Source: an optimization exercise on an open RTL-to-GDS flow (aim: small area, a short achievable clock period and few clock cycles per item). Production flows keep margins and buffers that such runs may drop. RTL that was checked went through simulation tests only; none was proved equivalent to the original. Function not checked in runs 1 and 2: the RTL went through the layout flow alone.

File: design/flow/design.v
`timescale 1ns / 1ps
package epse_pkg;
    localparam logic [1:0] KIND_POS   = 2'd0;
    localparam logic [1:0] KIND_SPEED = 2'd1;
    localparam logic [1:0] KIND_CLEAR = 2'd2;
    localparam logic [1:0] KIND_RSVD  = 2'd3;
    localparam int CFG_ADDR_W = 2;
    localparam int CFG_DATA_W = 17;
    localparam logic [CFG_ADDR_W-1:0] CFG_REVERSE_MASK   = 2'd0;
    localparam logic [CFG_ADDR_W-1:0] CFG_COUNTS_PER_REV = 2'd1;
    localparam logic [CFG_ADDR_W-1:0] CFG_MIN_INTERVAL   = 2'd2;
    localparam logic [CFG_ADDR_W-1:0] CFG_ALPHA          = 2'd3;
    localparam logic [1:0]  RST_REVERSE_MASK   = 2'd1;
    localparam logic [15:0] RST_COUNTS_PER_REV = 16'd3960;
    localparam logic [15:0] RST_MIN_INTERVAL   = 16'd250;
    localparam logic [16:0] RST_ALPHA          = 17'd13107;
    localparam logic [13:0] US_ODD = 14'd15625;
    localparam int S_TDATA_W = 56;
    localparam int M_TDATA_W = 72;
    localparam logic [1:0] J_NONE = 2'd0;   
    localparam logic [1:0] J_ZERO = 2'd1;   
    localparam logic [1:0] J_READ = 2'd2;   
    localparam logic [1:0] J_UPD  = 2'd3;   
endpackage
`timescale 1ns / 1ps
module epse_div_step (
    input  logic [47:0] rem,
    input  logic [1:0]  nbits,
    input  logic [47:0] den,
    input  logic [49:0] den3,
    output logic [1:0]  digit,
    output logic [47:0] rem_next,
    output logic [47:0] rem_sub1,  
    output logic        ge1,       
    output logic        ge2        
);
    logic [49:0] t;
    logic [50:0] s1, s2, s3;
    assign t  = {rem, nbits};
    assign s1 = {1'b0, t} - {3'b0, den};
    assign s2 = {1'b0, t} - {2'b0, den, 1'b0};
    assign s3 = {1'b0, t} - {1'b0, den3};
    assign ge1 = !s1[50];
    assign rem_sub1 = s1[47:0];
    assign ge2 = !s2[50];
    always_comb begin
        if (!s3[50]) begin
            digit = 2'd3; rem_next = s3[47:0];
        end else if (!s2[50]) begin
            digit = 2'd2; rem_next = s2[47:0];
        end else if (!s1[50]) begin
            digit = 2'd1; rem_next = s1[47:0];
        end else begin
            digit = 2'd0; rem_next = t[47:0];
        end
    end
endmodule
`timescale 1ns / 1ps
module epse_rpm (
    input  logic [31:0] rps,
    output logic [31:0] rpm
);
    logic signed [37:0] scaled;
    assign scaled = ($signed({{6{rps[31]}}, rps}) <<< 6) - ($signed({{6{rps[31]}}, rps}) <<< 2);
    always_comb begin
        if (scaled[37:31] == 7'h00 || scaled[37:31] == 7'h7F) rpm = scaled[31:0];
        else if (scaled[37]) rpm = 32'h8000_0000;
        else rpm = 32'h7FFF_FFFF;
    end
endmodule
`timescale 1ns / 1ps
import epse_pkg::*;
module encoder_position_speed_estimator (
    input  logic                  aclk,
    input  logic                  aresetn,
    input  logic                  s_tvalid,
    output logic                  s_tready,
    input  logic [epse_pkg::S_TDATA_W-1:0]  s_tdata,
    output logic                  m_tvalid,
    input  logic                  m_tready,
    output logic [epse_pkg::M_TDATA_W-1:0]  m_tdata,
    input  logic                  cfg_wr_en,
    input  logic [epse_pkg::CFG_ADDR_W-1:0] cfg_addr,
    input  logic [epse_pkg::CFG_DATA_W-1:0] cfg_wr_data
);
    logic [1:0]  rev_mask;
    logic [15:0] cpr;
    logic [15:0] min_gap;
    logic [16:0] alpha_eff;    
    always_ff @(posedge aclk) begin
        if (!aresetn) begin
            rev_mask  <= RST_REVERSE_MASK;
            cpr       <= RST_COUNTS_PER_REV;
            min_gap   <= RST_MIN_INTERVAL;
            alpha_eff <= RST_ALPHA;
        end else if (cfg_wr_en) begin
            unique case (cfg_addr)
                CFG_REVERSE_MASK:   rev_mask  <= cfg_wr_data[1:0];
                CFG_COUNTS_PER_REV: cpr       <= cfg_wr_data[15:0];
                CFG_MIN_INTERVAL:   min_gap   <= cfg_wr_data[15:0];
                CFG_ALPHA:          alpha_eff <= cfg_wr_data[16] ? 17'h10000 : cfg_wr_data;
                default: ;
            endcase
        end
    end
    logic [15:0] last_raw  [2];
    logic [31:0] pos       [2];
    logic [31:0] dpos      [2];
    logic [31:0] base_time [2];
    logic        primed    [2];
    logic [31:0] rps       [2];
    logic v0, v1, vd, v4, v5, vo;
    logic out_free, j5_adv, j5_free, j4_adv, j4_free_c;
    logic dv_done, dv_adv, dv_free, j1_adv, j1_free, fe_adv, s0_free;
    logic [1:0]  kind0;
    logic [1:0]  mot0;
    logic [15:0] raw0;
    logic [31:0] now0;
    assign s_tready = s0_free;
    always_ff @(posedge aclk) begin
        if (s_tvalid && s0_free) begin
            kind0 <= s_tdata[1:0];
            mot0  <= s_tdata[3:2];
            raw0  <= s_tdata[19:4];
            now0  <= s_tdata[51:20];
        end
    end
    logic        ok0, idx0, rev0, is_clr0, is_spd0, upd0;
    logic [15:0] x0;
    logic [31:0] dext0, delta0, np0, dd0, dt0;
    logic [1:0]  jt0;
    assign ok0     = (mot0 == 2'd1 || mot0 == 2'd2) && kind0 != KIND_RSVD;
    assign idx0    = mot0[1];
    assign rev0    = rev_mask[idx0];
    assign is_clr0 = kind0 == KIND_CLEAR;
    assign is_spd0 = kind0 == KIND_SPEED;
    assign x0      = raw0 - last_raw[idx0];
    assign dext0   = {{16{x0[15]}}, x0};
    assign delta0  = rev0 ? (32'd0 - dext0) : dext0;
    assign np0     = pos[idx0] + delta0;
    assign dd0     = dpos[idx0] + delta0;
    assign dt0     = now0 - base_time[idx0];
    assign upd0    = is_spd0 && primed[idx0] && (dt0 >= {16'd0, min_gap}) && (dd0 != 32'd0);
    always_comb begin
        if (!ok0 || kind0 == KIND_POS)            jt0 = J_NONE;
        else if (is_clr0 || !primed[idx0])        jt0 = J_ZERO;
        else if (upd0)                            jt0 = J_UPD;
        else                                      jt0 = J_READ;
    end
    always_ff @(posedge aclk) begin
        if (!aresetn) begin
            for (int i = 0; i < 2; i++) begin
                last_raw[i]  <= '0;
                pos[i]       <= '0;
                dpos[i]      <= '0;
                base_time[i] <= '0;
                primed[i]    <= 1'b0;
            end
        end else if (fe_adv && ok0) begin
            last_raw[idx0] <= raw0;
            if (is_clr0) begin
                pos[idx0]       <= '0;
                dpos[idx0]      <= '0;
                base_time[idx0] <= '0;
                primed[idx0]    <= 1'b0;
            end else begin
                pos[idx0] <= np0;
                if (is_spd0 && !primed[idx0]) begin
                    primed[idx0]    <= 1'b1;
                    base_time[idx0] <= now0;
                    dpos[idx0]      <= '0;
                end else if (upd0) begin
                    base_time[idx0] <= now0;
                    dpos[idx0]      <= '0;
                end else begin
                    dpos[idx0] <= dd0;
                end
            end
        end
    end
    logic [1:0]  jt1;
    logic        idx1, ok1;
    logic [31:0] pos1, dd1, dt1;
    always_ff @(posedge aclk) begin
        if (fe_adv) begin
            jt1  <= jt0;
            idx1 <= idx0;
            ok1  <= ok0;
            pos1 <= (ok0 && !is_clr0) ? np0 : 32'd0;
            dd1  <= dd0;
            dt1  <= dt0;
        end
    end
    logic [31:0] mag1;
    logic [45:0] num1;
    logic [47:0] den1;
    assign mag1 = dd1[31] ? (32'd0 - dd1) : dd1;
    assign num1 = mag1 * US_ODD;
    assign den1 = dt1 * cpr;
    logic [1:0]  jt4;
    logic        idx4, ok4;
    logic [31:0] pos4;
    logic [32:0] diff4;
    localparam logic [1:0] P_FIRST = 2'd0;
    localparam logic [1:0] P_STEP  = 2'd1;
    localparam logic [1:0] P_FIN   = 2'd2;
    logic [1:0]  jtd, phd;
    logic        idxd, okd, negd;
    logic [31:0] posd;
    logic [47:0] remd, dend;
    logic [49:0] den3d;
    logic [9:0]  nbd;
    logic [30:0] qd;
    logic [3:0]  cntd;
    logic [1:0]  dig;
    logic [47:0] rem_nx, rem_s1;
    logic        ge1, ge2;
    epse_div_step u_step (
        .rem      (remd),
        .nbits    (nbd[9:8]),
        .den      (dend),
        .den3     (den3d),
        .digit    (dig),
        .rem_next (rem_nx),
        .rem_sub1 (rem_s1),
        .ge1      (ge1),
        .ge2      (ge2)
    );
    logic        hazard;
    logic [31:0] rps_d;
    logic [32:0] nsd, diffd;
    assign rps_d  = rps[idxd];
    assign nsd    = negd ? (33'd0 - {2'b0, qd}) : {2'b0, qd};
    assign diffd  = (jtd == J_UPD) ? (nsd - {rps_d[31], rps_d}) : 33'd0;
    assign hazard = (jtd == J_UPD) && v4 && (idx4 == idxd) && (jt4 == J_UPD || jt4 == J_ZERO);
    assign dv_done = vd && (phd == P_FIN) && !hazard;
    always_ff @(posedge aclk) begin
        if (j1_adv) begin
            jtd  <= jt1;
            idxd <= idx1;
            okd  <= ok1;
            posd <= pos1;
            negd <= dd1[31];
            remd <= {12'd0, num1[45:10]};
            nbd  <= num1[9:0];
            dend <= den1;
            qd   <= '0;
            cntd <= 4'd14;
            phd  <= (jt1 == J_UPD && cpr != 16'd0) ? P_FIRST : P_FIN;
        end else if (vd) begin
            unique case (phd)
                P_FIRST: begin
                    den3d <= {2'b0, dend} + {1'b0, dend, 1'b0};
                    if (ge2) begin
                        qd  <= 31'h7FFF_FFFF;
                        phd <= P_FIN;
                    end else begin
                        qd   <= {30'd0, ge1};
                        remd <= ge1 ? rem_s1 : {remd[45:0], nbd[9:8]};
                        nbd  <= {nbd[7:0], 2'b00};
                        phd  <= P_STEP;
                    end
                end
                P_STEP: begin
                    qd   <= {qd[28:0], dig};
                    remd <= rem_nx;
                    nbd  <= {nbd[7:0], 2'b00};
                    cntd <= cntd - 4'd1;
                    if (cntd == 4'd0) phd <= P_FIN;
                end
                default: ;
            endcase
        end
    end
    always_ff @(posedge aclk) begin
        if (dv_adv) begin
            jt4   <= jtd;
            idx4  <= idxd;
            ok4   <= okd;
            pos4  <= posd;
            diff4 <= diffd;
        end
    end
    logic [31:0] rps_4;
    logic signed [50:0] acc4;
    logic [31:0] rps_new4;
    assign rps_4    = rps[idx4];
    assign acc4     = $signed({{18{diff4[32]}}, diff4}) * $signed({34'd0, alpha_eff})
                      + $signed({{3{rps_4[31]}}, rps_4, 16'd0});
    assign rps_new4 = (jt4 == J_ZERO) ? 32'd0 : acc4[47:16];
    always_ff @(posedge aclk) begin
        if (!aresetn) begin
            rps[0] <= '0;
            rps[1] <= '0;
        end else if (j4_adv && (jt4 == J_UPD || jt4 == J_ZERO)) begin
            rps[idx4] <= rps_new4;
        end
    end
    logic        ok5, spd5;
    logic [31:0] pos5, rps5, rpm5;
    always_ff @(posedge aclk) begin
        if (j4_adv) begin
            ok5  <= ok4;
            spd5 <= jt4[1];
            pos5 <= pos4;
            rps5 <= rps_new4;
        end
    end
    epse_rpm u_rpm (.rps(rps5), .rpm(rpm5));
    logic        oko;
    logic [31:0] poso, spdo;
    always_ff @(posedge aclk) begin
        if (j5_adv) begin
            oko  <= ok5;
            poso <= pos5;
            spdo <= spd5 ? rpm5 : 32'd0;
        end
    end
    assign m_tvalid = vo;
    assign m_tdata  = {7'd0, spdo, poso, oko};
    assign out_free  = !vo || m_tready;
    assign j5_adv    = v5 && out_free;
    assign j5_free   = !v5 || out_free;
    assign j4_adv    = v4 && j5_free;
    assign j4_free_c = !v4 || !v5 || !vo;
    assign dv_adv    = dv_done && j4_free_c;
    assign dv_free   = !vd || dv_adv;
    assign j1_adv    = v1 && dv_free;
    assign j1_free   = !v1 || dv_free;
    assign fe_adv    = v0 && j1_free;
    assign s0_free   = !v0 || j1_free;
    always_ff @(posedge aclk) begin
        if (!aresetn) begin
            v0 <= 1'b0;
            v1 <= 1'b0;
            vd <= 1'b0;
            v4 <= 1'b0;
            v5 <= 1'b0;
            vo <= 1'b0;
        end else begin
            v0 <= (s_tvalid && s0_free) || (v0 && !fe_adv);
            v1 <= fe_adv || (v1 && !j1_adv);
            vd <= j1_adv || (vd && !dv_adv);
            v4 <= dv_adv || (v4 && !j4_adv);
            v5 <= j4_adv || (v5 && !j5_adv);
            vo <= j5_adv || (vo && !m_tready);
        end
    end
endmodule
File: design/flow/run.sh
#!/bin/bash
# synth_recipe.tcl (not shown) runs the flow's synth.tcl, then flattens the netlist and writes it again
# the make line also repeats each setting of config.mk as NAME=value (left out here)
make -C /OpenROAD-flow-scripts/flow DESIGN_CONFIG=/design/flow/config.mk WORK_HOME=/design/flow/orfs CLKGATE_MAP_FILE= SYNTH_SCRIPT=/design/flow/synth_recipe.tcl finish
File: design/flow/config.mk
export PLATFORM = sky130hd
export DESIGN_NAME = encoder_position_speed_estimator
export DESIGN_NICKNAME = encoder_position_speed_estimator
export VERILOG_FILES = /design/flow/design.v
export SDC_FILE = /design/flow/constraint.sdc
export NUM_CORES = 4
export LEC_CHECK = 0
export CAP_MARGIN = 20
export CORE_MARGIN = 2
export CORE_UTILIZATION = 40
export SLEW_MARGIN = 20
File: design/flow/constraint.sdc
create_clock -name core_clock -period 12.0 [get_ports {aclk}]
set_input_delay 2.4000 -clock core_clock [delete_from_list [all_inputs] [get_ports {aclk}]]
set_output_delay 2.4000 -clock core_clock [all_outputs]
set_load 0.01 [all_outputs]
==> results of run 1 <==
[flip-flops by register name, indices dropped and copies added, names as in the netlist, 33 cells and up, named ones only]
| name | count |
|---|---|
| rps | 64 |
| dend | 48 |
| den3d | 50 |
| remd | 48 |
| diff4 | 33 |
| pos | 64 |
| dpos | 64 |
| base_time | 64 |
[critical path: cells and delay by family, from the launching register on]
kind	cells	cell delay, ps
compound gates	9	3180
xor+xnor	1	330
fa+ha+maj	3	1070
buf+inv	4	1090
flops	1	740
mux	1	290
simple gates	8	2170
[worst max path at each step]
stage	from	end	slack, ps
6_report	flop	base_time[1][28]	2700
5_1_grt	flop	base_time[1][25]	2130
4_1_cts	alpha_eff[5]	rps5[31]	2740
3_5_place_dp	alpha_eff[5]	rps5[31]	2770
2_1_floorplan	flop	base_time[1][0]	1080
3_3_place_gp	alpha_eff[5]	rps5[31]	2830
[layout by cell type (no fill, tap or decap), drive strengths merged, types with 17 or more instances in the layout]
master         Yosys  layout
inv             1477    1483
nand2           1130    1130
fa              1107    1107
edfxtp           822     822
ha               757     757
nor2             484     484
a21oi            445     445
and2             392     392
xnor2            361     361
o21ai            313     313
a21o             202     202
xor2             154     154
nor3             153     153
nor2b            149     149
mux2i            144     144
clkdlybuf4s50      0     141
nand2b           130     130
clkbuf           328     129
nand3            123     123
dfxtp            109     109
buf               46     100
mux2              72      72
and3              71      71
o21a              64      64
nor3b             56      56
a211oi            52      52
o211ai            46      46
or3               45      45
clkinv             0      45
o21bai            43      43
o31ai             40      40
a21boi            39      39
a31oi             35      35
or2               34      34
nor4              31      31
nand4             28      28
o41ai             19      19
o311ai            17      17
[through the flow]
stage                     utilization, %
final                              43.92
after global routing               43.92
after CTS                          43.92
after detailed placement           42.29
after global placement             42.29
after floorplan                        -
[layer usage]
layer	track usage (%)	wire length, microns
met3	3.097	15540
met1	27.07	108100
met5	0	13
met2	33.62	113600
met4	5.863	6923
[layout make-up]
class | count | area (sq um)
Inverter | 1477 | 5550
Clock inverter | 77 | 1021
Multi-Input combinational cell | 6980 | 62230
Fill cell | 22610 | 133600
Sequential cell | 931 | 26880
Tap cell | 3167 | 3963
Clock buffer | 129 | 2844
Antenna cell | 2 | 5.005
Timing Repair Buffer | 241 | 2162
[cells in the mapped netlist (27+ instances only)]
library cell	number	area share [%]
a211oi_1	49	0.38
a21boi_0	39	0.31
a21o_1	202	1.6
a21oi_1	442	2.3
a31oi_1	35	0.23
and2_1	389	2.5
and3_1	71	0.46
clkbuf_1	327	1.3
dfxtp_1	109	2.3
edfxtp_1	822	26
fa_1	1107	23
ha_1	757	9.9
inv_1	1476	5.8
mux2_2	72	0.84
mux2i_1	144	1.5
nand2_1	1130	4.4
nand2b_1	130	0.85
nand3_1	123	0.64
nand4_1	27	0.18
nor2_1	483	1.9
nor2b_1	149	0.97
nor3_1	150	0.78
nor3b_1	42	0.33
nor4_1	30	0.20
o211ai_1	46	0.36
o21a_1	64	0.50
o21ai_0	306	1.6
o21bai_1	43	0.34
o31ai_1	40	0.31
or2_2	34	0.22
or3_1	45	0.29
xnor2_1	359	3.3
xor2_1	152	1.4
[logic make-up (layout without fill, tap and decap cells)]
| group | Yosys count | count (layout) | share of synthesized area, % |
|---|---|---|---|
| other | 1 | 9 | 0.003908 |
| AOI/OAI and AO/OA | 1479 | 1479 | 9.901 |
| buffers and inverters | 1851 | 1924 | 7.335 |
| xor gates and xnor gates | 517 | 517 | 4.780 |
| muxes | 216 | 216 | 2.347 |
| and+or+nand+nor | 2888 | 2888 | 14.58 |
| DFF | 931 | 931 | 28.00 |
| adders and majority gates | 1873 | 1873 | 33.06 |
==> results.yml, run 1 <==
global_routing:
  grt.overflow.total: 0
  grt_max_degree: 67
  antenna_found_initial: 5
  grt_pass1_wl_mm: 392.3
  grt_pass1_vias: 72160
  grtUsageTotal_pct: 20.15
place:
  place_area_sq_um: 100800
  place_hpwl_mm: 189.2
  gp_congestion: 0.9155
  preCtsSetupSlack_ps: 2768
  portBuffers: 142
  dp.cells: 12800
sta:
  finalHoldViolations: 0
  fin_crit_ps: 9297
  setup_slack_ps: 2703
  timing.hold.ws_ps: 405.7
  rsz0062_at_grt: "no"
  post-route-period-util_pct: 77.48
  max-slew-margin-rel_pct: 28.84
  max_slew.worst_pin.slew_ps: 1067
  clock_skew_ps: 109.8
  setup_viol: 0
  finalSetupTns_ps: 0
  slew_violations: 0
  fmax_ghz: 0.1076
routing:
  drtAntennaViolNets: 0
  wl_mm: 244.3
  drt-wirelength-per-cell_microns: 18.78
  initialDrtViolationCount: 4320
  drt_pre_antenna_iters: 6
  via_per_inst: 5.265
  vias: 68470
  drc: 0
cells_and_area:
  area_growth_pct: 9.059
  fin_cells: 13000
  drive_above_1_share_pct: 4.789
  postLayoutCellArea_sq_um: 104700
  layout.nets: 11680
setup_path:
  cp.arrival_ps: 9750
  crit_path_start_kind: "flop"
  end_kind: "flop"
  required_ps: 12460
  crit_slowest_cell: "dfxtp_4"
  critPathMaxFanout: 36
  crit_type: "reg -> reg"
  slowest_delay_ps: 740
  rrSetupSlack_ps: 2700
  r2r_cells: 26
  timing.rr.end: "base_time[1][28]"
synth:
  synth.avg_cell_area_sq_um: 9.837
  ys_async_sr_fraction_pct: 0
  dominantRegCellSynth: "edfxtp_1"
  synth_edf_count: 822
  yosys_warnings: 3
  synth_area_sq_um: 95970
  ys_seq_area_share_pct: 28.00
  syn-instance-count: 9756
  ys_types: 107
  ys_ff_latch: 931
run_status:
  status: "finished clean"
clocking:
  clockBufferDepth: 3
  cts-resized-gates: 0
  postCtsSetupBuffers: 0
  path_clk_slew_ps: 60
  root_buffer: "clkbuf_16"
  holdBufCountCts: 0
  cts_tree: "yes"
  worstSkewPairLatency_ps: 820
  cts_buffers: 108
  clock-sinks: 931
  cts_htree_levels: 3
floorplanning:
  die_h_microns: 493.8
  die_area_sq_um: 243800
  core-area_sq_um: 238300
  dieWidth_microns: 493.8
  initial_core_util_pct: 40.27
  std_cell_rows: 179
  num_io_pins: 154
worst_hold_path:
  hp-start: "pos4[10]"
  hold_end: "pos5[10]"
  hold_class: "reg -> reg"
  hold_depth: 0
flow_run:
  cap_violations: 0
==> run 2: changes to the inputs <==
--- a/design/flow/design.v
+++ b/design/flow/design.v
@@ -109,8 +109,8 @@
     logic [31:0] base_time [2];
     logic        primed    [2];
     logic [31:0] rps       [2];
-    logic v0, v1, vd, v4, v5, vo;
-    logic out_free, j5_adv, j5_free, j4_adv, j4_free_c;
+    logic v0, v1, vd, v5, vo;
+    logic out_free, j5_adv, j5_free, j5_free_c;
     logic dv_done, dv_adv, dv_free, j1_adv, j1_free, fe_adv, s0_free;
     logic [1:0]  kind0;
     logic [1:0]  mot0;
@@ -178,40 +178,55 @@
             end
         end
     end
-    logic [1:0]  jt1;
-    logic        idx1, ok1;
-    logic [31:0] pos1, dd1, dt1;
+    logic [1:0]  jt1, c1;
+    logic        idx1, ok1, neg1;
+    logic [31:0] pos1, dt1, dx1;
+    logic [47:0] accd1;
+    logic [45:0] accm1;
+    logic [3:0]  cdig1, kdig1;
+    logic [47:0] den1;
+    logic [45:0] num1;
+    logic        j1_ready;
+    always_comb begin
+        unique case (c1)
+            2'd0: begin cdig1 = cpr[15:12]; kdig1 = US_ODD[13:12]; end
+            2'd1: begin cdig1 = cpr[11:8];  kdig1 = US_ODD[11:8];  end
+            2'd2: begin cdig1 = cpr[7:4];   kdig1 = US_ODD[7:4];   end
+            default: begin cdig1 = cpr[3:0]; kdig1 = US_ODD[3:0];  end
+        endcase
+    end
+    assign den1 = {accd1[43:0], 4'd0} + 48'(dt1 * cdig1);
+    assign num1 = {accm1[41:0], 4'd0} + 46'(dx1 * kdig1) + 46'(neg1 ? kdig1 : 4'd0);
+    assign j1_ready = (jt1 != J_UPD) || (c1 == 2'd3);
     always_ff @(posedge aclk) begin
         if (fe_adv) begin
-            jt1  <= jt0;
-            idx1 <= idx0;
-            ok1  <= ok0;
-            pos1 <= (ok0 && !is_clr0) ? np0 : 32'd0;
-            dd1  <= dd0;
-            dt1  <= dt0;
+            jt1   <= jt0;
+            idx1  <= idx0;
+            ok1   <= ok0;
+            pos1  <= (ok0 && !is_clr0) ? np0 : 32'd0;
+            neg1  <= dd0[31];
+            dx1   <= dd0[31] ? ~dd0 : dd0;
+            dt1   <= dt0;
+            accd1 <= '0;
+            accm1 <= '0;
+            c1    <= 2'd0;
+        end else if (v1 && !j1_ready) begin
+            accd1 <= den1;
+            accm1 <= num1;
+            c1    <= c1 + 2'd1;
         end
     end
-    logic [31:0] mag1;
-    logic [45:0] num1;
-    logic [47:0] den1;
-    assign mag1 = dd1[31] ? (32'd0 - dd1) : dd1;
-    assign num1 = mag1 * US_ODD;
-    assign den1 = dt1 * cpr;
-    logic [1:0]  jt4;
-    logic        idx4, ok4;
-    logic [31:0] pos4;
-    logic [32:0] diff4;
     localparam logic [1:0] P_FIRST = 2'd0;
     localparam logic [1:0] P_STEP  = 2'd1;
     localparam logic [1:0] P_FIN   = 2'd2;
-    logic [1:0]  jtd, phd;
-    logic        idxd, okd, negd;
+    logic [1:0]  jtd, phd, qdl;
+    logic        idxd, okd, negd, satd;
     logic [31:0] posd;
     logic [47:0] remd, dend;
     logic [49:0] den3d;
     logic [9:0]  nbd;
-    logic [30:0] qd;
-    logic [3:0]  cntd;
+    logic [3:0]  cntd;           
+    logic signed [51:0] accd;
     logic [1:0]  dig;
     logic [47:0] rem_nx, rem_s1;
     logic        ge1, ge2;
@@ -226,84 +241,94 @@
         .ge1      (ge1),
         .ge2      (ge2)
     );
-    logic        hazard;
+    logic [16:0] a1;
+    logic [17:0] a3;
+    logic [18:0] a5;
+    assign a1 = alpha_eff;
+    assign a3 = {1'b0, alpha_eff} + {alpha_eff, 1'b0};
+    assign a5 = {2'b0, alpha_eff} + {alpha_eff, 2'b0};
     logic [31:0] rps_d;
-    logic [32:0] nsd, diffd;
-    assign rps_d  = rps[idxd];
-    assign nsd    = negd ? (33'd0 - {2'b0, qd}) : {2'b0, qd};
-    assign diffd  = (jtd == J_UPD) ? (nsd - {rps_d[31], rps_d}) : 33'd0;
-    assign hazard = (jtd == J_UPD) && v4 && (idx4 == idxd) && (jt4 == J_UPD || jt4 == J_ZERO);
-    assign dv_done = vd && (phd == P_FIN) && !hazard;
+    logic [1:0]  rdig;
+    logic signed [3:0] qs, rs, e;
+    logic [2:0]  emag;
+    logic [19:0] ema;
+    logic signed [51:0] eterm, acc_nx, sum_fin;
+    logic [31:0] rps_new;
+    assign rps_d = rps[idxd];
+    assign rdig  = rps_d[2*cntd +: 2];
+    assign qs    = negd ? -$signed({2'b00, qdl}) : $signed({2'b00, qdl});
+    assign rs    = (cntd == 4'd15) ? $signed({{2{rdig[1]}}, rdig}) : $signed({2'b00, rdig});
+    assign e     = (jtd == J_UPD) ? (qs - rs) : 4'sd0;
+    assign emag  = e[3] ? 3'(-e) : e[2:0];
+    always_comb begin
+        unique case (emag)
+            3'd0: ema = 20'd0;
+            3'd1: ema = {3'd0, a1};
+            3'd2: ema = {2'd0, a1, 1'b0};
+            3'd3: ema = {2'd0, a3};
+            3'd4: ema = {1'd0, a1, 2'b0};
+            3'd5: ema = {1'd0, a5};
+            default: ema = {1'd0, a3, 1'b0};
+        endcase
+    end
+    assign eterm   = e[3] ? -$signed({32'd0, ema}) : $signed({32'd0, ema});
+    assign acc_nx  = (accd <<< 2) + eterm;
+    assign sum_fin = acc_nx + $signed({{4{rps_d[31]}}, rps_d, 16'd0});
+    assign rps_new = (jtd == J_ZERO) ? 32'd0 : sum_fin[47:16];
+    assign dv_done = vd && (phd == P_FIN);
     always_ff @(posedge aclk) begin
         if (j1_adv) begin
             jtd  <= jt1;
             idxd <= idx1;
             okd  <= ok1;
             posd <= pos1;
-            negd <= dd1[31];
+            negd <= neg1;
             remd <= {12'd0, num1[45:10]};
             nbd  <= num1[9:0];
             dend <= den1;
-            qd   <= '0;
-            cntd <= 4'd14;
-            phd  <= (jt1 == J_UPD && cpr != 16'd0) ? P_FIRST : P_FIN;
+            cntd <= 4'd15;
+            accd <= '0;
+            qdl  <= 2'd0;
+            satd <= 1'b0;
+            phd  <= (jt1 == J_UPD) ? P_FIRST : P_FIN;
         end else if (vd) begin
             unique case (phd)
                 P_FIRST: begin
                     den3d <= {2'b0, dend} + {1'b0, dend, 1'b0};
-                    if (ge2) begin
-                        qd  <= 31'h7FFF_FFFF;
-                        phd <= P_FIN;
-                    end else begin
-                        qd   <= {30'd0, ge1};
-                        remd <= ge1 ? rem_s1 : {remd[45:0], nbd[9:8]};
-                        nbd  <= {nbd[7:0], 2'b00};
-                        phd  <= P_STEP;
-                    end
+                    satd  <= ge2;
+                    qdl   <= (cpr == 16'd0) ? 2'd0 : ge2 ? 2'd1 : {1'b0, ge1};
+                    remd  <= ge1 ? rem_s1 : {remd[45:0], nbd[9:8]};
+                    nbd   <= {nbd[7:0], 2'b00};
+                    phd   <= P_STEP;
                 end
                 P_STEP: begin
-                    qd   <= {qd[28:0], dig};
+                    accd <= acc_nx;
+                    qdl  <= (cpr == 16'd0) ? 2'd0 : satd ? 2'd3 : dig;
                     remd <= rem_nx;
                     nbd  <= {nbd[7:0], 2'b00};
                     cntd <= cntd - 4'd1;
-                    if (cntd == 4'd0) phd <= P_FIN;
+                    if (cntd == 4'd1) phd <= P_FIN;
                 end
                 default: ;
             endcase
         end
     end
     always_ff @(posedge aclk) begin
-        if (dv_adv) begin
-            jt4   <= jtd;
-            idx4  <= idxd;
-            ok4   <= okd;
-            pos4  <= posd;
-            diff4 <= diffd;
-        end
-    end
-    logic [31:0] rps_4;
-    logic signed [50:0] acc4;
-    logic [31:0] rps_new4;
-    assign rps_4    = rps[idx4];
-    assign acc4     = $signed({{18{diff4[32]}}, diff4}) * $signed({34'd0, alpha_eff})
-                      + $signed({{3{rps_4[31]}}, rps_4, 16'd0});
-    assign rps_new4 = (jt4 == J_ZERO) ? 32'd0 : acc4[47:16];
-    always_ff @(posedge aclk) begin
         if (!aresetn) begin
             rps[0] <= '0;
             rps[1] <= '0;
-        end else if (j4_adv && (jt4 == J_UPD || jt4 == J_ZERO)) begin
-            rps[idx4] <= rps_new4;
+        end else if (dv_adv && (jtd == J_UPD || jtd == J_ZERO)) begin
+            rps[idxd] <= rps_new;
         end
     end
     logic        ok5, spd5;
     logic [31:0] pos5, rps5, rpm5;
     always_ff @(posedge aclk) begin
-        if (j4_adv) begin
-            ok5  <= ok4;
-            spd5 <= jt4[1];
-            pos5 <= pos4;
-            rps5 <= rps_new4;
+        if (dv_adv) begin
+            ok5  <= okd;
+            spd5 <= jtd[1];
+            pos5 <= posd;
+            rps5 <= rps_new;
         end
     end
     epse_rpm u_rpm (.rps(rps5), .rpm(rpm5));
@@ -321,12 +346,11 @@
     assign out_free  = !vo || m_tready;
     assign j5_adv    = v5 && out_free;
     assign j5_free   = !v5 || out_free;
-    assign j4_adv    = v4 && j5_free;
-    assign j4_free_c = !v4 || !v5 || !vo;
-    assign dv_adv    = dv_done && j4_free_c;
+    assign j5_free_c = !v5 || !vo;
+    assign dv_adv    = dv_done && j5_free_c;
     assign dv_free   = !vd || dv_adv;
-    assign j1_adv    = v1 && dv_free;
-    assign j1_free   = !v1 || dv_free;
+    assign j1_adv    = v1 && j1_ready && dv_free;
+    assign j1_free   = !v1 || (j1_ready && dv_free);
     assign fe_adv    = v0 && j1_free;
     assign s0_free   = !v0 || j1_free;
     always_ff @(posedge aclk) begin
@@ -334,15 +358,13 @@
             v0 <= 1'b0;
             v1 <= 1'b0;
             vd <= 1'b0;
-            v4 <= 1'b0;
             v5 <= 1'b0;
             vo <= 1'b0;
         end else begin
             v0 <= (s_tvalid && s0_free) || (v0 && !fe_adv);
             v1 <= fe_adv || (v1 && !j1_adv);
             vd <= j1_adv || (vd && !dv_adv);
-            v4 <= dv_adv || (v4 && !j4_adv);
-            v5 <= j4_adv || (v5 && !j5_adv);
+            v5 <= dv_adv || (v5 && !j5_adv);
             vo <= j5_adv || (vo && !m_tready);
         end
     end
==> run 2 against run 1 <==
Against the previous run: still clean; synthesized cell count decreased by 26%; sequential share of layout area up 8.9 points; setup slack worse by 2000 ps; routed wire length is 26% lower; cell area down 26%; clock-buffer cell count up 2; hold slack got worse by 15 ps; cell count shrank 25%; register-to-register slack got worse by 2000 ps; die area down 28%; non-clock buffer count is 20 higher; synthesized area fell by 28%; highest routed layer is now met4.
==> results.yml, run 2 <==
global_routing:
  antenna_found_initial: 2
  grt.overflow.total: 0
  grt_pass1_vias: 51950
  grt_max_degree: 183
  grtUsageTotal_pct: 20.21
  grt_pass1_wl_mm: 284.3
synth:
  synth_top_area_cell: "edfxtp_1"
  synth_most_common_cell: "nand2_1"
  yosys_warnings: 3
  synth_top_area_share_pct: 32.74
  synthTopCellsByArea: "edfxtp_1, ha_1, dfxtp_1"
  ys_ff_latch: 967
  synthTopCellsByCount: "nand2_1, edfxtp_1, ha_1"
  synth_area_sq_um: 69150
  synth_edf_count: 754
  dominantRegCellSynth: "edfxtp_1"
  ys_seq_area_share_pct: 38.91
  syn-instance-count: 7175
  synth.avg_cell_area_sq_um: 9.637
  ys_types: 105
  ys_async_sr_fraction_pct: 0
cells_and_area:
  fin_util_pct: 45.30
  area_growth_pct: 12.50
  layout_commonest_cell: "nand2_1"
  drive_above_1_share_pct: 7.152
  layout.nets: 8154
  final_cell_mix: "nand2_1, edfxtp_1, ha_1"
setup_path:
  slowest_delay_ps: 590
  critPathMaxFanout: 12
  cp.arrival_ps: 11820
  required_ps: 12480
  crit_type: "reg -> reg"
  crit_slowest_cell: "fa_1"
  crit_top_cell: "nor2_1"
  crit_path_start_kind: "flop"
  end_kind: "flop"
clocking:
  cts_htree_levels: 3
  root_buffer: "clkbuf_16"
  cts_buffers: 111
  holdBufCountCts: 0
  worstSkewPairLatency_ps: 780
  path_clk_slew_ps: 60
  clock-sinks: 967
  cts_tree: "yes"
  clockBufferDepth: 3
sta:
  fmax_ghz: 0.08822
  finalSetupTns_ps: 0
  setup_viol: 0
  max-slew-margin-rel_pct: 27.14
  clock_skew_ps: 65.93
  max_slew.worst_pin.slew_ps: 1092
  finalHoldViolations: 0
  fin_crit_ps: 11340
  slew_violations: 0
  post-route-period-util_pct: 94.46
routing:
  wl_met3_mm: 7.325
  drt_pre_antenna_iters: 5
  wl_mm: 180.2
  vias: 52580
  drc: 0
  wl_met2_mm: 85.84
  drtAntennaViolNets: 0
  routed.top_layer: "met4"
  drt-wirelength-per-cell_microns: 18.53
  initialDrtViolationCount: 3192
  via_per_inst: 5.407
  wl_met1_mm: 81.81
run_status:
  status: "finished clean"
floorplanning:
  die_h_microns: 419.8
  num_io_pins: 154
  std_cell_rows: 152
  dieWidth_microns: 419.8
  die_area_sq_um: 176200
  core-area_sq_um: 171700
  initial_core_util_pct: 40.26
place:
  place_hpwl_mm: 134.1
  portBuffers: 142
  gp_congestion: 0.9089
flow_run:
  cap_violations: 0
worst_hold_path:
  hold_class: "reg -> reg"
run 2: cell types whose count changed in the layout (fill, tap and decap cells not counted), sizes merged, moves of 68 or more:
cell    delta
inv      -949
fa       -910
nand2    -324
and2     -231
ha       -192
dfxtp    +104
a21oi     +94
nor2      +78
mux2i     -72
edfxtp    -68
run 2: critical path, delay by kind of cell (launching register included):
kind                       cells  cell delay (ps)
xor gates and xnor gates       3              630
AOI/OAI and AO/OA             22             3600
buffers and inverters          7              910
DFF                            1              400
and+or+nand+nor               17             2740
muxes                          3             1080
adders and majority gates      5             1680
run 2: layer usage:
layer  up-vias  global-route usage [%]
li1      25900                       -
met1     25350                   26.79
met2      1058                   34.40
met3       265                   2.401
met4         0                   6.243
met5         -                       0
run 2: what timing repair did:
action                                  in CTS  in global routing
endpoints found under the setup margin       0                 26
buffers inserted                             0                  2
endpoints found under the hold margin        0                  0
gates resized for setup                      0                 32
run 2: logic make-up after synthesis:
group / Yosys count / synth area share (%)
other: 1 / 0.005423
xor gates and xnor gates: 507 / 6.442
buffers and inverters: 772 / 4.287
muxes: 177 / 2.823
and+or+nand+nor: 2226 / 15.03
DFF: 967 / 38.91
adders and majority gates: 763 / 15.94
AOI/OAI and AO/OA: 1762 / 16.56
run 2: cell type report:
cell class / instances / area (sq um)
timing repair buffer: 261 / 2367
tap: 2310 / 2890
antenna: 2 / 5.005
fill: 16360 / 93940
clock buffer: 131 / 2947
inverter: 528 / 1987
clock inverter: 81 / 1049
multi-input combinational: 5443 / 39630
sequential: 967 / 26910
run 2: path summary, 6_finish.rpt:
check / from / to / slack, ps / cells past startpoint
max: flop / rps5[31] / 660 / 57
min reg2reg: pos5[31] / poso[31] / 390 / 0
min: pos5[31] / poso[31] / 390 / 0
max reg2reg: flop / rps5[31] / 660 / 57
run 2: per-stage QoR:
stage	hold WS, ps	instance area, sq um	worst slack, ps	cells
finish	391.1	77790	664.8	9723
global route	399.5	77790	-20.56	9721
CTS	382.0	77580	209.9	9717
detailed placement	405.4	73590	324.1	9505
global placement	404.7	73580	363.9	9505
floorplan	400.3	69170	378.1	7182
==> run 3: changes to the inputs <==
--- a/design/flow/design.v
+++ b/design/flow/design.v
@@ -116,31 +116,43 @@
     logic [1:0]  mot0;
     logic [15:0] raw0;
     logic [31:0] now0;
+    logic [16:0] dl0, ndl0;
+    logic        ok0, idx0, is_clr0, is_spd0, upd0, dtge0, ddz0;
+    logic        idx_in, rev_in;
+    logic [15:0] raw_in, lr_in, p_in, m_in;
+    logic [16:0] sp_in, sm_in;
+    assign idx_in = s_tdata[3];
+    assign raw_in = s_tdata[19:4];
+    assign rev_in = rev_mask[idx_in];
+    assign lr_in  = (v0 && ok0 && idx0 == idx_in) ? raw0 : last_raw[idx_in];
+    assign p_in   = raw_in - lr_in;
+    assign m_in   = lr_in - raw_in;
+    assign sp_in  = {p_in[15], p_in};
+    assign sm_in  = {m_in[15] && (m_in != 16'h8000), m_in};
     assign s_tready = s0_free;
     always_ff @(posedge aclk) begin
         if (s_tvalid && s0_free) begin
             kind0 <= s_tdata[1:0];
             mot0  <= s_tdata[3:2];
-            raw0  <= s_tdata[19:4];
+            raw0  <= raw_in;
             now0  <= s_tdata[51:20];
+            dl0   <= rev_in ? sm_in : sp_in;
+            ndl0  <= rev_in ? sp_in : sm_in;
         end
     end
-    logic        ok0, idx0, rev0, is_clr0, is_spd0, upd0;
-    logic [15:0] x0;
-    logic [31:0] dext0, delta0, np0, dd0, dt0;
+    logic [31:0] delta0, np0, dd0, dt0;
     logic [1:0]  jt0;
     assign ok0     = (mot0 == 2'd1 || mot0 == 2'd2) && kind0 != KIND_RSVD;
     assign idx0    = mot0[1];
-    assign rev0    = rev_mask[idx0];
     assign is_clr0 = kind0 == KIND_CLEAR;
     assign is_spd0 = kind0 == KIND_SPEED;
-    assign x0      = raw0 - last_raw[idx0];
-    assign dext0   = {{16{x0[15]}}, x0};
-    assign delta0  = rev0 ? (32'd0 - dext0) : dext0;
+    assign delta0  = {{15{dl0[16]}}, dl0};
     assign np0     = pos[idx0] + delta0;
     assign dd0     = dpos[idx0] + delta0;
+    assign ddz0    = dpos[idx0] == {{15{ndl0[16]}}, ndl0};
     assign dt0     = now0 - base_time[idx0];
-    assign upd0    = is_spd0 && primed[idx0] && (dt0 >= {16'd0, min_gap}) && (dd0 != 32'd0);
+    assign dtge0   = dt0 >= {16'd0, min_gap};
+    assign upd0    = is_spd0 && primed[idx0] && dtge0 && !ddz0;
     always_comb begin
         if (!ok0 || kind0 == KIND_POS)            jt0 = J_NONE;
         else if (is_clr0 || !primed[idx0])        jt0 = J_ZERO;
@@ -219,7 +231,7 @@
     localparam logic [1:0] P_FIRST = 2'd0;
     localparam logic [1:0] P_STEP  = 2'd1;
     localparam logic [1:0] P_FIN   = 2'd2;
-    logic [1:0]  jtd, phd, qdl;
+    logic [1:0]  jtd, phd, qdl, rdl;
     logic        idxd, okd, negd, satd;
     logic [31:0] posd;
     logic [47:0] remd, dend;
@@ -252,12 +264,12 @@
     logic signed [3:0] qs, rs, e;
     logic [2:0]  emag;
     logic [19:0] ema;
-    logic signed [51:0] eterm, acc_nx, sum_fin;
+    logic signed [51:0] eterm, acc_nx;
     logic [31:0] rps_new;
     assign rps_d = rps[idxd];
-    assign rdig  = rps_d[2*cntd +: 2];
+    assign rdig  = rps_d[2*(phd == P_FIRST ? 4'd15 : cntd - 4'd1) +: 2];
     assign qs    = negd ? -$signed({2'b00, qdl}) : $signed({2'b00, qdl});
-    assign rs    = (cntd == 4'd15) ? $signed({{2{rdig[1]}}, rdig}) : $signed({2'b00, rdig});
+    assign rs    = (cntd == 4'd15) ? $signed({{2{rdl[1]}}, rdl}) : $signed({2'b00, rdl});
     assign e     = (jtd == J_UPD) ? (qs - rs) : 4'sd0;
     assign emag  = e[3] ? 3'(-e) : e[2:0];
     always_comb begin
@@ -271,10 +283,10 @@
             default: ema = {1'd0, a3, 1'b0};
         endcase
     end
-    assign eterm   = e[3] ? -$signed({32'd0, ema}) : $signed({32'd0, ema});
-    assign acc_nx  = (accd <<< 2) + eterm;
-    assign sum_fin = acc_nx + $signed({{4{rps_d[31]}}, rps_d, 16'd0});
-    assign rps_new = (jtd == J_ZERO) ? 32'd0 : sum_fin[47:16];
+    assign eterm   = e[3] ? ~{32'd0, ema} : {32'd0, ema};
+    assign acc_nx  = {accd[49:0], 1'b0, e[3]} + eterm
+                     + ((cntd == 4'd8) ? {{20{rps_d[31]}}, rps_d} : 52'd0);
+    assign rps_new = (jtd == J_ZERO) ? 32'd0 : (jtd == J_UPD) ? acc_nx[47:16] : rps_d;
     assign dv_done = vd && (phd == P_FIN);
     always_ff @(posedge aclk) begin
         if (j1_adv) begin
@@ -296,6 +308,7 @@
                 P_FIRST: begin
                     den3d <= {2'b0, dend} + {1'b0, dend, 1'b0};
                     satd  <= ge2;
+                    rdl   <= rdig;
                     qdl   <= (cpr == 16'd0) ? 2'd0 : ge2 ? 2'd1 : {1'b0, ge1};
                     remd  <= ge1 ? rem_s1 : {remd[45:0], nbd[9:8]};
                     nbd   <= {nbd[7:0], 2'b00};
@@ -303,6 +316,7 @@
                 end
                 P_STEP: begin
                     accd <= acc_nx;
+                    rdl  <= rdig;
                     qdl  <= (cpr == 16'd0) ? 2'd0 : satd ? 2'd3 : dig;
                     remd <= rem_nx;
                     nbd  <= {nbd[7:0], 2'b00};
--- a/design/flow/config.mk
+++ b/design/flow/config.mk
@@ -5,6 +5,7 @@
 export SDC_FILE = /design/flow/constraint.sdc
 export NUM_CORES = 4
 export LEC_CHECK = 0
+export ABC_CLOCK_PERIOD_IN_PS = 5000
 export CAP_MARGIN = 20
 export CORE_MARGIN = 2
 export CORE_UTILIZATION = 40
==> run 3 against run 2 <==
Against the previous run: global-route usage increased by 0.59 points; setup slack improved by 1700 ps; critical endpoint is now rps[1][31]; largest cell class unchanged; critical path type unchanged.
==> results.yml, run 3 <==
run_status:
  status: "finished clean"
sta:
  slew_violations: 0
  clock_skew_ps: 51.72
  max_slew.worst_pin.slew_ps: 1086
  max-slew-margin-rel_pct: 25.75
  finalHoldViolations: 0
  setup_viol: 0
  rsz0062_at_grt: "no"
  finalSetupTns_ps: 0
  fmax_ghz: 0.1040
  fin_crit_ps: 9614
  post-route-period-util_pct: 80.12
synth:
  ys_types: 86
  synth_most_common_cell: "nand2_1"
  synth_top_area_share_pct: 32.55
  synth_area_sq_um: 72790
  synth.avg_cell_area_sq_um: 9.525
  synth_top_area_cell: "edfxtp_1"
  ys_async_sr_fraction_pct: 0
  ys_ff_latch: 1002
  dominantRegCellSynth: "edfxtp_1"
  yosys_warnings: 3
  synth_edf_count: 789
  ys_seq_area_share_pct: 38.41
  synthTopCellsByArea: "edfxtp_1, ha_1, fa_1"
  syn-instance-count: 7642
  synthTopCellsByCount: "nand2_1, edfxtp_1, a21oi_1"
routing:
  wl_mm: 196.2
  drtAntennaViolNets: 0
  initialDrtViolationCount: 3890
  drt-wirelength-per-cell_microns: 19.34
  via_per_inst: 5.527
  vias: 56060
  drt_pre_antenna_iters: 6
  drc: 0
global_routing:
  grt.overflow.total: 0
  antenna_found_initial: 5
  grtUsageTotal_pct: 20.81
  grt_max_degree: 99
  grt_pass1_vias: 55500
  grt_pass1_wl_mm: 309.6
floorplanning:
  std_cell_rows: 156
  die_area_sq_um: 185400
  num_io_pins: 154
  initial_core_util_pct: 40.27
  dieWidth_microns: 430.6
  core-area_sq_um: 180700
  die_h_microns: 430.6
clocking:
  root_buffer: "clkbuf_16"
  clockBufferDepth: 3
  postCtsSetupBuffers: 0
  worstSkewPairLatency_ps: 780
  cts_buffers: 116
  holdBufCountCts: 0
  path_clk_slew_ps: 60
  clock-sinks: 1002
  cts_tree: "yes"
  cts-resized-gates: 0
  cts_htree_levels: 3
worst_hold_path:
  hp-start: "pos5[22]"
  hold_class: "reg -> reg"
  hold_depth: 0
  hold_end: "poso[22]"
place:
  place_area_sq_um: 76720
  portBuffers: 142
  place_hpwl_mm: 147.0
  gp_congestion: 0.9327
cells_and_area:
  area_growth_pct: 10.56
  fillers: 17410
  fin_util_pct: 44.53
  layout_commonest_cell: "nand2_1"
  final_cell_mix: "nand2_1, edfxtp_1, a21oi_1"
  drive_above_1_share_pct: 5.172
  antenna_cells: 0
  layout.nets: 8547
  postLayoutCellArea_sq_um: 80480
setup_path:
  critPathMaxFanout: 36
  rrSetupSlack_ps: 2390
  crit_family: "compound AO/OA/AOI/OAI gates"
  crit_path_start_kind: "flop"
  worstReg2RegStart: "jtd[0]"
  timing.rr.end: "rps[1][31]"
  cp.arrival_ps: 10220
  crit_top_cell: "buf_4"
  r2r_cells: 28
  crit_type: "reg -> reg"
  crit_slowest_cell: "and2_1"
  end_kind: "flop"
  slowest_delay_ps: 740
  path_buf_inv: 5
  required_ps: 12600
flow_run:
  cap_violations: 0
-- run 3: changes by cell type in the layout (fill, tap and decap cells not counted), moves of 27 or more --
cell,change
a21oi_1,+108
nor2_1,+77
nand2_1,+63
mux2i_1,+60
a21o_1,+48
buf_4,-46
fa_1,+45
mux2_2,-36
edfxtp_1,+35
o21ai_0,+34
nand4_1,+32
xor2_1,+32
and3_1,-27
-- run 3: worst max path at each step --
stage	startpoint	endpoint	slack [ps]	cells after the start
after floorplan	phd[1]	dt1[0]	1540	9
after global placement	jtd[0]	rps[0][31]	2540	28
after detailed placement	jtd[0]	rps[1][31]	2510	28
after CTS	jtd[0]	rps[1][31]	2430	28
after global routing	jtd[0]	rps[1][31]	1680	28
final	jtd[0]	rps[1][31]	2390	28
-- run 3: metrics by stage --
step | hold slack (ps) | setup WS (ps) | instances
floorplan | 400.3 | 1542 | 7649
global placement | 403.1 | 2538 | 9927
detailed placement | 404.5 | 2514 | 9927
CTS | 412.1 | 2427 | 10140
global route | 418.8 | 1677 | 10140
finish | 413.1 | 2386 | 10140
-- run 3: cell families (layout without fill, tap and decap cells) --
kind of cell / after synthesis / count (layout) / synth area share (%)
other: 1 / 8 / 0.005152
XOR/XNOR: 540 / 540 / 6.497
buffers and inverters: 846 / 970 / 4.423
AO/OA/AOI/OAI: 1917 / 1917 / 16.67
adder cells (fa/ha/maj): 792 / 792 / 16.11
multiplexers: 208 / 208 / 3.161
AND/OR/NAND/NOR: 2336 / 2336 / 14.73
flip-flops: 1002 / 1002 / 38.41
-- run 3: final cells by class --
type / count / area (sq um) / area share (%)
inverters: 541 / 2036 / 2.529
repair buffers: 213 / 1953 / 2.427
well taps: 2370 / 2965 / 3.685
clock buffers: 150 / 3138 / 3.899
multi-input cells: 5801 / 41820 / 51.96
flip-flops and latches: 1002 / 27960 / 34.74
clock inverters: 66 / 609.3 / 0.7571
-- run 3: metal layers --
metal | track usage [%] | vias up | part of all wire [%]
met2 | 35.00 | 1383 | 47
met4 | 6.638 | 10 | 3.0
met1 | 27.64 | 27160 | 45
li1 | - | 27220 | -
met3 | 2.860 | 290 | 5.1
met5 | 0 | - | 0.034
Testbench counts of run 3, summed over its fixed seeds: cycles 44,789, items 4,000.
==> run 4: changes to the inputs <==
--- a/design/flow/config.mk
+++ b/design/flow/config.mk
@@ -9,4 +9,5 @@
 export CAP_MARGIN = 20
 export CORE_MARGIN = 2
 export CORE_UTILIZATION = 40
+export SETUP_SLACK_MARGIN = 5
 export SLEW_MARGIN = 20
==> run 4 against run 3 <==
Against the previous run: still clean; synthesized cell count unchanged; cell area increased by 1.3%; via count decreased by 0.25%; synthesized area unchanged; first-iteration DRC count increased by 3.5%; hold slack improved by 4.5 ps; largest cell class unchanged.
==> results.yml, run 4 <==
clocking:
  root_buffer: "clkbuf_16"
  worstSkewPairLatency_ps: 790
  cts_buffers: 116
  cts_htree_levels: 3
  path_clk_slew_ps: 70
  clock-sinks: 1002
  clockBufferDepth: 3
  cts_tree: "yes"
  holdBufCountCts: 0
floorplanning:
  die_h_microns: 430.6
  core-area_sq_um: 180700
  initial_core_util_pct: 40.27
  num_io_pins: 154
  die_area_sq_um: 185400
  std_cell_rows: 156
  dieWidth_microns: 430.6
synth:
  dominantRegCellSynth: "edfxtp_1"
  syn-instance-count: 7642
  ys_types: 86
  ys_async_sr_fraction_pct: 0
  synth_top_area_share_pct: 32.55
  ys_ff_latch: 1002
  yosys_warnings: 3
  synth.avg_cell_area_sq_um: 9.525
  synth_edf_count: 789
  synth_top_area_cell: "edfxtp_1"
  synth_most_common_cell: "nand2_1"
  ys_seq_area_share_pct: 38.41
  synth_area_sq_um: 72790
  synthTopCellsByArea: "edfxtp_1, ha_1, fa_1"
  synthTopCellsByCount: "nand2_1, edfxtp_1, a21oi_1"
place:
  place_hpwl_mm: 146.5
  gp_congestion: 0.9348
  place_area_sq_um: 76720
  portBuffers: 142
setup_path:
  critPathMaxFanout: 9
  cp.arrival_ps: 7240
  path_buf_inv: 3
  crit_type: "reg -> reg"
  end_kind: "flop"
  crit_path_start_kind: "flop"
  crit_slowest_cell: "fa_1"
  worstReg2RegStart: "alpha_eff[1]"
  crit_start: "alpha_eff[1]"
  crit_family: "compound AO/OA/AOI/OAI gates"
  slowest_delay_ps: 490
  required_ps: 12500
sta:
  fin_crit_ps: 6735
  setup_viol: 0
  max_slew.worst_pin.slew_ps: 1191
  slew_violations: 0
  post-route-period-util_pct: 56.12
  fmax_ghz: 0.1485
  finalHoldViolations: 0
  finalSetupTns_ps: 0
  clock_skew_ps: 58.07
  rsz0062_at_grt: "yes"
  max-slew-margin-rel_pct: 20.40
cells_and_area:
  postLayoutCellArea_sq_um: 81520
  antenna_cells: 0
  area_growth_pct: 11.99
  final_cell_mix: "nand2_1, edfxtp_1, a21oi_1"
  drive_above_1_share_pct: 6.734
  fillers: 17320
  layout_commonest_cell: "nand2_1"
  layout.nets: 8580
global_routing:
  antenna_found_initial: 4
  grt_pass1_vias: 55600
  grtUsageTotal_pct: 20.81
  grt.overflow.total: 0
  grt_pass1_wl_mm: 309.9
  grt_max_degree: 100
routing:
  drt-wirelength-per-cell_microns: 19.34
  via_per_inst: 5.493
  drc: 0
  vias: 55920
  initialDrtViolationCount: 4027
  drtAntennaViolNets: 0
  wl_mm: 196.9
  drt_pre_antenna_iters: 6
run_status:
  status: "finished clean"
worst_hold_path:
  hp-start: "posd[3]"
  hold_class: "reg -> reg"
flow_run:
  cap_violations: 0
## run 4: layout make-up
cell class                 instances  area (sq um)  share of cell area, %
clock buffer                     146          3136                  3.846
clock inverter                    75         773.2                 0.9485
inverter                         541          2036                  2.497
multi-input combinational       5804         42420                  52.04
sequential                      1002         27970                  34.31
tap                             2370          2965                  3.638
timing repair buffer             243          2221                  2.724
## run 4: kinds of logic after synthesis
| kind of cell | after synthesis | synth area share (%) |
|---|---|---|
| AOI/OAI and AO/OA | 1917 | 16.67 |
| xor gates and xnor gates | 540 | 6.497 |
| adders and majority gates | 792 | 16.11 |
| buffers and inverters | 846 | 4.423 |
| DFF | 1002 | 38.41 |
| muxes | 208 | 3.161 |
| other | 1 | 0.005152 |
| and+or+nand+nor | 2336 | 14.73 |
## run 4: per-stage QoR
step / hold WS, ps / utilization, % / cells / setup slack [ps]
floorplan: 400.3 / - / 7649 / 5063
global placement: 405.6 / 42.45 / 9925 / 2872
detailed placement: 404.5 / 42.45 / 9925 / 2800
CTS: 419.2 / 44.85 / 10170 / 4983
global route: 422.8 / 45.10 / 10180 / 4813
finish: 417.6 / 45.10 / 10180 / 5265
## run 4: path summary, 6_finish.rpt
kind / endpoint / slack [ps] / cells after the start
worst max-delay path: rps5[27] / 5270 / 31
worst min-delay path: pos5[3] / 420 / 0
worst max register to register: rps5[27] / 5270 / 31
worst min register to register: pos5[3] / 420 / 0
## run 4: repair_timing
item / 4_1_cts / 5_1_grt
pin swaps: 11 / 31
cloned: 2 / 1
gates resized for setup: 54 / 69
setup buffers: 22 / 10
setup endpoints to repair: 173 / 164
## run 4: routing by layer
metal	part of all wire (%)	up-vias	global-route usage [%]
met4	3.1	4	6.586
met2	47	1317	35.00
met1	45	26990	27.87
met5	0.014	-	0
li1	-	27330	-
met3	4.7	275	2.544

==> what the ideal ports hide <==
The results above use ideal ports. As a check the final layouts listed here were re-extracted and re-timed, cells and wires unchanged.
Step 1: set_driving_cell puts a clkbuf_16 on aclk and a buf_2 on each other input, an assumption about the parent block.
Step 2, shift: input delay + t, output delay - t, t = (earliest + latest rising clock arrival at the registers) / 2. This alone moves slack from input paths to output paths.
a / b / c = ideal ports / drivers / drivers and shift; a / b = the first two.
run	t (ns)	setup WS [ns]	worst register clock-pin slew, ns	worst data-port slew with drivers (ns)	pins driven straight from the clock port
run 1	0.851	2.703 / 2.703 / 2.703	0.08 / 0.08	0.25	1
run 2	0.837	0.665 / 0.665 / 0.665	0.07 / 0.07	0.08	1
run 3	0.839	2.386 / 2.386 / 2.386	0.07 / 0.07	0.08	1
run 4	0.845	5.265 / 5.265 / 4.708	0.07 / 0.07	0.09	1
After both steps setup and hold are still met in every run listed. The setup slack of run 4, which loses most, moves by 0.000 ns with the drivers and by -0.557 ns with both steps.
